What follows belongs to an exercise in optimizing a design on an open flow for small area and a short achievable clock period; a production flow would make more cautious choices.
Function not checked in this run: the RTL went through the layout flow alone.
Power figures rest on the tool's default switching activity, not on a simulated workload.

[flow/run.sh]
#!/bin/bash
# The standard layout with two changes:
#  - the port buffers are plain buf cells instead of the delay buffers buffer_ports picks by default
#  - synthesis leaves adders to abc (no half/full adder cell extraction)
set -euo pipefail
export BUFFER_PORTS_ARGS="-inputs -outputs -buffer_cell sky130_fd_sc_hd__buf_1"
bash standard.sh ADDER_MAP_FILE= finish > make_finish.log 2>&1
[standard.sh]
#!/bin/bash
# synth_recipe.tcl (not shown) runs the flow's synth.tcl, then flattens the netlist and writes it again
# the make line also repeats each setting of config.mk as NAME=value (left out here)
make -C /OpenROAD-flow-scripts/flow DESIGN_CONFIG=/design/flow/config.mk WORK_HOME=/design/flow/orfs CLKGATE_MAP_FILE= SYNTH_SCRIPT=/design/flow/synth_recipe.tcl "${@:-finish}"
[config.mk]
export PLATFORM = sky130hd
export DESIGN_NAME = pam4_link
export DESIGN_NICKNAME = pam4_link
export VERILOG_FILES = /design/flow/design.v
export SDC_FILE = /design/flow/constraint.sdc
export NUM_CORES = 4
export LEC_CHECK = 0
export ABC_AREA = 1
export CAP_MARGIN = 20
export CORE_MARGIN = 2
export CORE_UTILIZATION = 40
export SLEW_MARGIN = 20
[constraint.sdc]
create_clock -name core_clock -period 13.0 [get_ports {clk}]
set_input_delay 2.6000 -clock core_clock [delete_from_list [all_inputs] [get_ports {clk}]]
set_output_delay 2.6000 -clock core_clock [all_outputs]
set_load 0.01 [all_outputs]
[design.v]
package pam4_pkg;
    typedef logic [1:0] symbol_t;
    typedef logic signed [8-1:0] sample_t;
    typedef logic signed [6-1:0] noise_t;
endpackage
`timescale 1ns/100ps
module chan_comb (
    input  logic s0,
    input  logic s1,
    input  logic p0,
    input  logic p1,
    input  logic n0,
    input  logic n1,
    input  logic n2,
    input  logic n3,
    input  logic n4,
    input  logic n5,
    output logic x0,
    output logic x1,
    output logic x2,
    output logic x3,
    output logic x4,
    output logic x5,
    output logic x6,
    output logic x7
);
    logic new_n19, new_n20, new_n21, new_n22, new_n23, new_n24, new_n25, new_n26, new_n27, new_n28, new_n29, new_n30, new_n31, new_n32, new_n33, new_n35, new_n37, new_n38, new_n39, new_n40, new_n41, new_n42, new_n44, new_n45, new_n46, new_n48, new_n49, new_n50, new_n51, new_n52, new_n53, new_n54, new_n55, new_n56, new_n57, new_n58, new_n59, new_n60, new_n61, new_n62, new_n64, new_n65, new_n66, new_n67, new_n68, new_n69, new_n70, new_n71, new_n72, new_n73, new_n74, new_n75, new_n76, new_n77, new_n78, new_n79, new_n80, new_n81, new_n82, new_n83, new_n84, new_n85, new_n86, new_n87, new_n88, new_n89, new_n90, new_n91, new_n92, new_n93, new_n95, new_n96, new_n97, new_n98, new_n99, new_n100, new_n101, new_n102, new_n103, new_n104, new_n105, new_n106, new_n107, new_n108, new_n109, new_n110, new_n111, new_n112, new_n114, new_n115;
    assign new_n19 = n2 & n3;
    assign new_n20 = ~p0 & ~new_n19;
    assign new_n21 = ~s0 & ~p1;
    assign new_n22 = ~s1 & n5;
    assign new_n23 = ~n4 & new_n22;
    assign new_n24 = new_n21 & new_n23;
    assign new_n25 = new_n20 & new_n24;
    assign new_n26 = n0 & ~new_n25;
    assign new_n27 = s1 & ~n5;
    assign new_n28 = s0 & p1;
    assign new_n29 = new_n27 & new_n28;
    assign new_n30 = ~n2 & ~n3;
    assign new_n31 = p0 & ~new_n30;
    assign new_n32 = n4 & new_n31;
    assign new_n33 = new_n29 & new_n32;
    assign x0 = new_n26 | new_n33;
    assign new_n35 = n1 & ~new_n25;
    assign x1 = new_n33 | new_n35;
    assign new_n37 = n4 & new_n29;
    assign new_n38 = n2 & ~new_n37;
    assign new_n39 = p0 & ~new_n38;
    assign new_n40 = ~p0 & ~new_n24;
    assign new_n41 = ~new_n37 & ~new_n40;
    assign new_n42 = ~n2 & ~new_n41;
    assign x2 = new_n39 | new_n42;
    assign new_n44 = ~new_n19 & ~new_n30;
    assign new_n45 = p0 & ~new_n44;
    assign new_n46 = ~new_n41 & new_n44;
    assign x3 = new_n45 | new_n46;
    assign new_n48 = ~new_n20 & ~new_n31;
    assign new_n49 = ~n4 & new_n48;
    assign new_n50 = n4 & ~new_n48;
    assign new_n51 = ~new_n49 & ~new_n50;
    assign new_n52 = ~new_n21 & ~new_n28;
    assign new_n53 = n4 & ~new_n21;
    assign new_n54 = ~s1 & new_n31;
    assign new_n55 = ~new_n22 & ~new_n27;
    assign new_n56 = ~new_n20 & ~new_n55;
    assign new_n57 = ~new_n54 & new_n56;
    assign new_n58 = new_n53 & new_n57;
    assign new_n59 = ~new_n52 & ~new_n58;
    assign new_n60 = ~new_n51 & ~new_n59;
    assign new_n61 = ~new_n25 & ~new_n52;
    assign new_n62 = new_n51 & new_n61;
    assign x4 = new_n60 | new_n62;
    assign new_n64 = new_n21 & new_n55;
    assign new_n65 = ~new_n21 & ~new_n55;
    assign new_n66 = new_n32 & ~new_n64;
    assign new_n67 = ~new_n65 & new_n66;
    assign new_n68 = ~n4 & new_n20;
    assign new_n69 = ~new_n31 & ~new_n68;
    assign new_n70 = new_n64 & new_n69;
    assign new_n71 = new_n49 & new_n65;
    assign new_n72 = p1 & new_n23;
    assign new_n73 = ~s1 & new_n52;
    assign new_n74 = ~new_n21 & new_n27;
    assign new_n75 = ~new_n72 & ~new_n74;
    assign new_n76 = ~new_n73 & new_n75;
    assign new_n77 = new_n31 & ~new_n76;
    assign new_n78 = ~new_n57 & ~new_n77;
    assign new_n79 = new_n28 & ~new_n78;
    assign new_n80 = ~new_n28 & new_n55;
    assign new_n81 = ~new_n22 & ~new_n29;
    assign new_n82 = new_n68 & new_n81;
    assign new_n83 = ~new_n80 & new_n82;
    assign new_n84 = ~new_n53 & ~new_n73;
    assign new_n85 = new_n20 & ~new_n55;
    assign new_n86 = ~new_n84 & new_n85;
    assign new_n87 = ~new_n20 & new_n80;
    assign new_n88 = new_n51 & new_n87;
    assign new_n89 = ~new_n67 & ~new_n70;
    assign new_n90 = ~new_n71 & ~new_n83;
    assign new_n91 = ~new_n86 & new_n90;
    assign new_n92 = ~new_n88 & new_n89;
    assign new_n93 = new_n91 & new_n92;
    assign x5 = new_n79 | ~new_n93;
    assign new_n95 = s1 & n5;
    assign new_n96 = new_n68 & ~new_n95;
    assign new_n97 = n5 & new_n69;
    assign new_n98 = ~new_n96 & ~new_n97;
    assign new_n99 = new_n28 & ~new_n98;
    assign new_n100 = new_n21 & ~new_n32;
    assign new_n101 = ~s1 & ~new_n28;
    assign new_n102 = new_n55 & new_n101;
    assign new_n103 = ~new_n100 & new_n102;
    assign new_n104 = new_n28 & ~new_n68;
    assign new_n105 = ~n5 & ~new_n68;
    assign new_n106 = ~new_n32 & ~new_n105;
    assign new_n107 = new_n21 & new_n106;
    assign new_n108 = ~new_n104 & ~new_n107;
    assign new_n109 = s1 & ~new_n108;
    assign new_n110 = ~new_n58 & ~new_n103;
    assign new_n111 = ~new_n77 & new_n110;
    assign new_n112 = ~new_n99 & new_n111;
    assign x6 = new_n109 | ~new_n112;
    assign new_n114 = s1 & ~new_n21;
    assign new_n115 = new_n106 & ~new_n114;
    assign x7 = new_n101 | new_n115;
endmodule
module isi_channel (
    input  logic                clk,
    input  logic                rstn,
    input  logic                symbol_valid,
    input  pam4_pkg::symbol_t   symbol,
    input  pam4_pkg::noise_t    noise,
    output logic                sample_valid,
    output pam4_pkg::sample_t   sample_level
);
    pam4_pkg::symbol_t prev_symbol;
    pam4_pkg::sample_t level_sat;
    chan_comb i_chan_comb (
        .s0 (symbol[0]), .s1 (symbol[1]), .p0 (prev_symbol[0]), .p1 (prev_symbol[1]),
        .n0 (noise[0]), .n1 (noise[1]), .n2 (noise[2]), .n3 (noise[3]), .n4 (noise[4]), .n5 (noise[5]),
        .x0 (level_sat[0]), .x1 (level_sat[1]), .x2 (level_sat[2]), .x3 (level_sat[3]),
        .x4 (level_sat[4]), .x5 (level_sat[5]), .x6 (level_sat[6]), .x7 (level_sat[7])
    );
    always_ff @(posedge clk) begin
        sample_valid <= rstn & symbol_valid;
        if (!rstn) begin
            prev_symbol <= 2'd1;
        end else if (symbol_valid) begin
            prev_symbol <= symbol;
        end
    end
    always_ff @(posedge clk) begin
        if (symbol_valid) begin
            sample_level <= level_sat;
        end
    end
endmodule
`timescale 1ns/100ps
module dfe_comb (
    input  logic x0,
    input  logic x1,
    input  logic x2,
    input  logic x3,
    input  logic x4,
    input  logic x5,
    input  logic x6,
    input  logic x7,
    input  logic d0,
    input  logic d1,
    output logic y0,
    output logic y1
);
    logic new_n13, new_n14, new_n15, new_n16, new_n17, new_n18, new_n19, new_n20, new_n21, new_n22, new_n23, new_n24, new_n25, new_n26, new_n27, new_n28, new_n29, new_n30, new_n31, new_n32, new_n33, new_n34, new_n35, new_n36, new_n37, new_n38, new_n39, new_n40, new_n41, new_n42, new_n43, new_n44, new_n45, new_n46, new_n47, new_n48, new_n49, new_n50, new_n51, new_n52, new_n53, new_n54, new_n55, new_n56, new_n57, new_n58, new_n59, new_n60, new_n62, new_n63;
    assign new_n13 = ~x0 & ~x1;
    assign new_n14 = x2 & ~new_n13;
    assign new_n15 = x3 & new_n14;
    assign new_n16 = x5 & ~d0;
    assign new_n17 = x4 & new_n16;
    assign new_n18 = new_n15 & new_n17;
    assign new_n19 = ~x5 & d0;
    assign new_n20 = ~d0 & new_n15;
    assign new_n21 = ~x5 & ~new_n20;
    assign new_n22 = ~x3 & d0;
    assign new_n23 = ~new_n14 & new_n22;
    assign new_n24 = ~new_n21 & ~new_n23;
    assign new_n25 = ~x4 & ~new_n24;
    assign new_n26 = ~new_n19 & ~new_n25;
    assign new_n27 = ~x6 & d1;
    assign new_n28 = ~new_n26 & new_n27;
    assign new_n29 = ~x5 & new_n28;
    assign new_n30 = ~d1 & new_n26;
    assign new_n31 = x4 & ~new_n23;
    assign new_n32 = new_n19 & ~new_n31;
    assign new_n33 = x6 & ~new_n32;
    assign new_n34 = x6 & ~d1;
    assign new_n35 = ~new_n18 & ~new_n34;
    assign new_n36 = ~new_n33 & new_n35;
    assign new_n37 = ~new_n30 & new_n36;
    assign new_n38 = ~new_n29 & new_n37;
    assign new_n39 = ~x7 & ~new_n38;
    assign new_n40 = x4 & new_n21;
    assign new_n41 = ~x4 & ~new_n16;
    assign new_n42 = ~x5 & new_n23;
    assign new_n43 = new_n41 & ~new_n42;
    assign new_n44 = ~new_n40 & ~new_n43;
    assign new_n45 = new_n34 & ~new_n44;
    assign new_n46 = ~x4 & ~x7;
    assign new_n47 = d1 & new_n46;
    assign new_n48 = ~new_n34 & ~new_n47;
    assign new_n49 = x5 & new_n23;
    assign new_n50 = ~new_n48 & new_n49;
    assign new_n51 = ~x4 & ~new_n15;
    assign new_n52 = ~x6 & ~d1;
    assign new_n53 = new_n16 & new_n52;
    assign new_n54 = ~new_n51 & new_n53;
    assign new_n55 = new_n24 & ~new_n41;
    assign new_n56 = x6 & d1;
    assign new_n57 = new_n55 & new_n56;
    assign new_n58 = ~new_n50 & ~new_n54;
    assign new_n59 = ~new_n45 & new_n58;
    assign new_n60 = ~new_n57 & new_n59;
    assign y0 = new_n39 | ~new_n60;
    assign new_n62 = ~x7 & ~new_n28;
    assign new_n63 = new_n34 & new_n55;
    assign y1 = new_n62 | new_n63;
endmodule
module dfe_detector (
    input  logic                clk,
    input  logic                rstn,
    input  logic                sample_valid,
    input  pam4_pkg::sample_t   sample_level,
    output logic                decision_valid,
    output pam4_pkg::symbol_t   decision_symbol
);
    logic [1:0] dec;
    dfe_comb i_dfe_comb (
        .x0 (sample_level[0]), .x1 (sample_level[1]), .x2 (sample_level[2]), .x3 (sample_level[3]),
        .x4 (sample_level[4]), .x5 (sample_level[5]), .x6 (sample_level[6]), .x7 (sample_level[7]),
        .d0 (decision_symbol[0]), .d1 (decision_symbol[1]),
        .y0 (dec[0]), .y1 (dec[1])
    );
    always_ff @(posedge clk) begin
        decision_valid <= rstn & sample_valid;
        if (!rstn) begin
            decision_symbol <= 2'd1;
        end else if (sample_valid) begin
            decision_symbol <= dec;
        end
    end
endmodule
`timescale 1ns/100ps
module pam4_link (
    input  logic        clk,
    input  logic        rstn,
    input  logic        symbol_valid,
    input  logic [1:0]  symbol,
    input  logic [5:0]  noise,
    output logic        sample_valid,
    output logic [7:0]  sample_level,
    output logic        decision_valid,
    output logic [1:0]  decision_symbol
);
    isi_channel i_isi_channel (
        .clk          (clk),
        .rstn         (rstn),
        .symbol_valid (symbol_valid),
        .symbol       (symbol),
        .noise        (noise),
        .sample_valid (sample_valid),
        .sample_level (sample_level)
    );
    dfe_detector i_dfe_detector (
        .clk             (clk),
        .rstn            (rstn),
        .sample_valid    (sample_valid),
        .sample_level    (sample_level),
        .decision_valid  (decision_valid),
        .decision_symbol (decision_symbol)
    );
endmodule
==> out/metrics.cfg <==
[run_status]
status=finished clean

[synth]
synth_cells=168
synth_top_family_by_area=simple AND/OR/NAND/NOR gates
yosysTopAreaCell=edfxtp_1
synth_seq_cells=14
muxShareOfSynthArea=0
synth.area.top_cells=edfxtp_1 22%, nand2_1 14%, dfxtp_1 11%, buf_4 6.8%, nor2_1 6.1%
synth_nets=179
synth_compound_area_frac=0.170
yosysUniqueCellTypes=25
ys_seq_area_frac=0.326
synth_area_per_cell_um2=6.58
yosysWarnings=2
synth_area_mm2=0.00110
synth_simple_gate_area_share=0.340
yosysTopAreaCellShare=0.217
synth_fa_ha_area_frac=0
synthXorXnorAreaFrac=0.00793

[global_route]
grt_pass1_wl_mm=4.15
grt_pass1_vias=1040
use_met1=0.195
grt_use_met3=0.0207
grt_max_degree=14
grt.overflow.total=0
globalRoute.busiestLayer=met2
antenna_found_initial=0
met2_usage=0.267
grt.total_usage=0.159

[critical_path]
worst_setup_path_end_kind=flop
worstRegToRegCells=6
arrival_ns=3.73
cp.required_ns=13.00
endpoint=i_isi_channel.sample_level[5]
reg2reg_from=i_isi_channel.prev_symbol[0]
reg2reg_to=i_isi_channel.sample_level[5]
cp-startpoint=noise[5]
r2r_slack_ns=11.47
cp-start-kind=input pin
path_class=in2reg
critPathMaxFanout=7

[route]
ant_nets=0
wl_per_cell_um=11.0
drc_errors=0
num_vias=1121
drt_iter0_drc=34
viasPerCell=5.21
drt-total-wl_mm=2.37
drtPass1Iterations=4

[placement]
dpl.cell_count=211
dp_hpwl_mm=1.93
portBuffers=22
gp_congestion=0.926

[clocking]
clkTransAtPathRegs_ns=0.08
cts_post_setup_buffers_inserted=0
cts_tree=built
cts_resized=0
htree_num_levels=1
clk_latency_ns=0.27
clock-root-buffer=clkbuf_4
cts_hold_buf=0
cts_buffers=3
clock_sinks=14
cts_buffer_depth=2

[cells_and_area]
layout_common_cells=42 x nand2_1, 22 x buf_1, 18 x nor2_1, 16 x inv_1, 11 x a21oi_1
n_antenna_cell=0
layout-drive-gt1-share=0.125
final_common_cell=nand2_1
fin_cells=215
area_growth_pct=6.57
layout.nets=196

[timing]
tightestPinTransition_ns=0.579
setup_violations=0
fin_skew_ns=0.00427
fin_crit_ns=3.74
rsz0062_at_grt=false
min_period_over_period=0.287
setup_tns_ns=0
max_freq_mhz=268
maxSlewViolCount=0
hold_viol_final=0
fin_hold_ws_ns=0.501
maxSlewHeadroom=0.614

[power_and_ir_drop]
leakage_nw=0.533
clock_power_share=0.214
cellInternalPower_mw=0.0744
finalPower_mw=0.114
power.density_mw_per_mm2=96.5
pwr-share-comb=0.300
vdd_drop_max_uv=37.8
p_sw_mw=0.0392
switching_share=0.345
p_seq_frac=0.486

[die]
core_area_mm2=0.00269
dieArea_mm2=0.00320
die_h_um=56.6
ioPinCount=23
row_count=19
initial_core_util=0.411
die_w_um=56.6

[flow_run]
maxCapViolations=0

[min_path]
hold_class=reg2reg

[worst min-delay path by stage]
stage / startpoint / to / slack (ns) / cells after the start
finish: i_isi_channel.sample_valid / i_dfe_detector.decision_valid / 0.50 / 2
global route: i_isi_channel.sample_valid / i_dfe_detector.decision_valid / 0.52 / 2
CTS: i_isi_channel.sample_valid / i_dfe_detector.decision_valid / 0.50 / 2
detailed placement: i_isi_channel.sample_valid / i_dfe_detector.decision_valid / 0.49 / 2
global placement: i_isi_channel.sample_valid / i_dfe_detector.decision_valid / 0.48 / 2
floorplan: i_isi_channel.sample_valid / i_dfe_detector.decision_valid / 0.50 / 2
[synth_stat cells]
cell and count:
a21oi_1 11, a22oi_1 1, a31o_1 1, buf_4 10, dfxtp_1 6, edfxtp_1 8
inv_1 16, inv_2 10, nand2_1 42, nand2_2 1, nand3_1 8, nand4_1 3
nor2_1 18, nor2_2 6, nor3_1 5, nor3_2 1, nor4_2 1, o2111ai_1 1
o211ai_2 1, o21ai_0 4, o21ai_1 8, o21bai_1 1, o22ai_1 2, o31ai_1 2
xor2_1 1
[power by group through the flow]
stage                     clock, mW  sequential, mW  combinational (mW)
after global routing         0.0280          0.0559              0.0395
final                        0.0243          0.0552              0.0341
after floorplan                   0          0.0553              0.0277
after detailed placement          0          0.0562              0.0337
after global placement            0          0.0560              0.0332
after CTS                    0.0254          0.0552              0.0338
[cells by family (layout without fill, tap and decap cells)]
group	Yosys count	in the layout
AOI/OAI and AO/OA	32	32
xor gates and xnor gates	1	1
buffers and inverters	36	52
DFF	14	14
and+or+nand+nor	85	85
[routing by layer]
| layer | vias to the layer above | wire length (µm) |
|---|---|---|
| met2 | 36 | 1160 |
| met5 | - | 0 |
| met1 | 499 | 1040 |
| li1 | 578 | - |
| met4 | 0 | 63 |
| met3 | 8 | 97 |
[area by class of cell]
cell class              count  area, µm²
multi-input cells         118        572
flip-flops and latches     14        360
repair buffers             22       82.6
fillers                   288       1510
inverters                  26       97.6
clock buffers               4       26.3
well taps                  31       38.8
[per-stage QoR]
step	instance area, µm²	setup WS [ns]	util
final	1180	9.26	0.438
after global routing	1180	9.11	0.438
after CTS	1180	9.29	0.438
after detailed placement	1150	9.00	0.429
after global placement	1150	9.05	0.429
after floorplan	1100	9.37	-
[flip-flops by register name (all words and copies together), names as in the netlist]
signal / count
i_isi_channel.sample_level: 8
i_dfe_detector.decision_symbol: 2
i_isi_channel.prev_symbol: 2
i_dfe_detector.decision_valid: 1
i_isi_channel.sample_valid: 1
[worst max-delay path, stage by stage]
cell     delay, ns
buf_1         0.28
inv_2         0.07
nor2_2        0.20
nor2_2        0.09
inv_2         0.08
nand2_1       0.07
nand3_1       0.07
o21ai_1       0.06
nor2_1        0.10
nand4_1       0.10

## port drivers added, routing unchanged
In the flow no input, the clock included, has a driving cell. The finished layout below was timed again as built, in two steps. Step 1 assumes that a clkbuf_16 drives the clock port and a buf_2 every other input. Step 2 times the ports against the registers' clock, not the clock port: input delays grow and output delays shrink by t, the midpoint of the rising clock arrivals with the driver on. Three values: ideal, step 1, step 2; two values: the first two.
t (ns): 0.283
setup WS [ns]: 9.265 / 9.261 / 8.978
cell pins on the clock port's net: 1
After both steps this run still meets setup and hold. For this run, drivers alone change the setup slack by -0.004 ns; drivers and shift together by -0.287 ns.
